Background: an optimization exercise with open tools, aiming at small area, a short achievable clock period and few clock cycles per item. Do not read the settings as production practice. Function was checked by simulation only, so behaviour that the tests miss may differ from the original. Power and IR drop assume default switching activity.

Setup of lane 1:
## heap_alloc_top
module heap_alloc_top (
  input  logic        clk_i,
  input  logic        rst_ni,
  input  logic        req_valid_i,
  input  logic        req_is_alloc_i,
  input  logic [15:0] req_size_i,
  input  logic [15:0] req_addr_i,
  output logic        req_ready_o,
  output logic        res_valid_o,
  output logic [15:0] res_addr_o,
  input  logic        res_ready_i
);
Size in the first run: ~2300 cells after synthesis, ~320 flip-flops, ~55 I/O pins, about 21000 um^2 of cells after synthesis.
clock: 6.0 ns
lec_check: 0
cap_margin: 0
core_margin: 2
core_utilization: 55
setup_slack_margin: 0.2
slew_margin: 0
synth_hierarchical: 1
synth_minimum_keep_size: 0
run.sh (not shown) runs the stock make flow with config.mk's settings and CLKGATE_MAP_FILE= SYNTH_SCRIPT=/design/flow/synth_recipe.tcl, a recipe that flattens the netlist after the stock synthesis.
Final checks on lane 1, whose flow otherwise completed, came back failing, citing capacitance limit, slew limit.
Testbench counts of lane 1, summed over its fixed seeds: cycles 8,016, ops 8,000.
> inputs changed (lane 1 -> lane 2)
--- a/flow/design.v
+++ b/flow/design.v
@@ -172,30 +172,28 @@
   function automatic logic gt3(input logic [2:0] a, input logic [2:0] b);
     gt3 = (a[2] & ~b[2]) |
           ((a[2] | ~b[2]) & a[1] & ~b[1]) |
           ((a[2] | ~b[2]) & (a[1] | ~b[1]) & a[0] & ~b[0]);
   endfunction
   function automatic logic [NS-1:0] pre_or32(input logic [NS-1:0] x);
     logic [NS-1:0] y;
     y = x;
     for (int d = 1; d < NS; d = d * 2) begin
-      for (int i = 2 * d - 1; i < NS; i += 2 * d) y[i] = y[i] | y[i-d];
-    end
-    for (int d = NS / 4; d >= 1; d = d / 2) begin
-      for (int i = 3 * d - 1; i < NS; i += 2 * d) y[i] = y[i] | y[i-d];
+      for (int i = NS - 1; i >= d; i--) y[i] = y[i] | y[i-d];
     end
     pre_or32 = y;
   endfunction
   function automatic logic [NS-1:0] suf_or32(input logic [NS-1:0] x);
-    logic [NS-1:0] y, z;
-    for (int i = 0; i < NS; i++) z[i] = x[NS-1-i];
-    z = pre_or32(z);
-    for (int i = 0; i < NS; i++) y[i] = z[NS-1-i];
+    logic [NS-1:0] y;
+    y = x;
+    for (int d = 1; d < NS; d = d * 2) begin
+      for (int i = 0; i < NS - d; i++) y[i] = y[i] | y[i+d];
+    end
     suf_or32 = y;
   endfunction
   function automatic logic [NP-1:0] pre_or16(input logic [NP-1:0] x);
     logic [NP-1:0] y;
     y = x;
     for (int d = 1; d < NP; d = d * 2) begin
       for (int i = NP - 1; i >= d; i--) y[i] = y[i] | y[i-d];
     end
     pre_or16 = y;
==> comparison <==
Lane 2: full flow OK, the timing, DRC and antenna checks passed
Compared with lane 1, lane 2 degrades area of the mapped netlist.
In the reports for lane 1 and lane 2, the smaller area added between synthesis and finish belongs to lane 2.
Lane 2 -> lane 1: CTS sink count delta 0, exact match
Delta (lane 2 minus lane 1): via count decreased by about 3% relative to the old numbers, highest net fanout along the worst path +2, row count higher, total power draw moved up.
Lower clock share of power was reported by lane 1, not lane 2.
The setup slack of lane 2 exceeds that of lane 1 by 0.12 ns.
Taking lane 1 as the reference, in lane 2 combinational cell fraction of total power went down; quantity of gates resized following cts dropped 1; core utilization saw a decrease.
Sort lane 1 and lane 2 by pre-CTS worst setup slack, ascending, and lane 2 comes first.
The wire length of the first global-routing pass of lane 2 was superior to that of lane 1.
Testbench counts of lane 2, summed over its fixed seeds: cycles 8,016, ops 8,000.

========
RTL: one of the versions met above, not the one the previous note started from.
For scale: ~320 flip-flops, about 55 I/O pins.
clock: 6.0 ns
lec_check: 0
cap_margin: 20
core_margin: 2
core_utilization: 55
setup_slack_margin: 0.2
slew_margin: 20
synth_hierarchical: 1
synth_minimum_keep_size: 0
The baseline finished with timing, DRC and antenna clean.
Testbench counts at the start, summed over its fixed seeds: cycles 8,016, ops 8,000.
Next try:
--- a/flow/design.v
+++ b/flow/design.v
@@ -169,34 +169,36 @@
     end
     lt5 = l;
   endfunction
   function automatic logic gt3(input logic [2:0] a, input logic [2:0] b);
     gt3 = (a[2] & ~b[2]) |
           ((a[2] | ~b[2]) & a[1] & ~b[1]) |
           ((a[2] | ~b[2]) & (a[1] | ~b[1]) & a[0] & ~b[0]);
   endfunction
   function automatic logic [NS-1:0] pre_or32(input logic [NS-1:0] x);
     logic [NS-1:0] y;
     y = x;
     for (int d = 1; d < NS; d = d * 2) begin
-      for (int i = NS - 1; i >= d; i--) y[i] = y[i] | y[i-d];
+      for (int i = 2 * d - 1; i < NS; i += 2 * d) y[i] = y[i] | y[i-d];
+    end
+    for (int d = NS / 4; d >= 1; d = d / 2) begin
+      for (int i = 3 * d - 1; i < NS; i += 2 * d) y[i] = y[i] | y[i-d];
     end
     pre_or32 = y;
   endfunction
   function automatic logic [NS-1:0] suf_or32(input logic [NS-1:0] x);
-    logic [NS-1:0] y;
-    y = x;
-    for (int d = 1; d < NS; d = d * 2) begin
-      for (int i = 0; i < NS - d; i++) y[i] = y[i] | y[i+d];
-    end
+    logic [NS-1:0] y, z;
+    for (int i = 0; i < NS; i++) z[i] = x[NS-1-i];
+    z = pre_or32(z);
+    for (int i = 0; i < NS; i++) y[i] = z[NS-1-i];
     suf_or32 = y;
   endfunction
   function automatic logic [NP-1:0] pre_or16(input logic [NP-1:0] x);
     logic [NP-1:0] y;
     y = x;
     for (int d = 1; d < NP; d = d * 2) begin
       for (int i = NP - 1; i >= d; i--) y[i] = y[i] | y[i-d];
     end
     pre_or16 = y;
   endfunction
   logic       in_v_q, in_alloc_q;
   logic [7:0] in_n_q;    
=>
- combinational power went up by 11%
- routed wire length went up by 7.2%
- worst setup slack loses 0.055 ns
- die area went down by 1.1%
- non-clock buffer count went up by 68
- total power went up by 0.38%
- via count went up by 2.6%
- worst hold slack is about the same
- design area went up by 1.7%
- utilization went up by 2.5 points
- cell count went up by 0.33%
Testbench counts after the change, summed over its fixed seeds: cycles 8,016, ops 8,000.

==> separate check: timing with driven ports <==
The flow's constraints put no driver on any port. The routed layouts listed below were extracted and timed again, unchanged, in two steps.
Step 1, drivers: a clkbuf_16 drives clk_i and a buf_2 each remaining input, both assumed.
Step 2 adds t to the input delays and takes it off the output delays; t is the mean of the earliest and latest rising clock arrival at the registers after step 1. Input paths then give back, and output paths get back, about the clock's delay inside the block.
a / b / c = ideal / step 1 / step 2; a / b = the first two.
run	t, ns	setup slack, ns	worst setup path at the end	latest minus earliest clock arrival (ns)	slew at the worst register clock pin (ns)
lane 1	0.641	0.157 / 0.157 / 0.157	register to register	0.032 / 0.032	0.08 / 0.08
lane 2	0.650	0.279 / 0.279 / 0.279	register to register	0.033 / 0.034	0.07 / 0.07
the first run of note 2	0.663	0.250 / 0.250 / 0.250	register to register	0.053 / 0.052	0.07 / 0.07
the second run of note 2	0.637	0.195 / 0.195 / 0.195	register to register	0.026 / 0.026	0.07 / 0.07
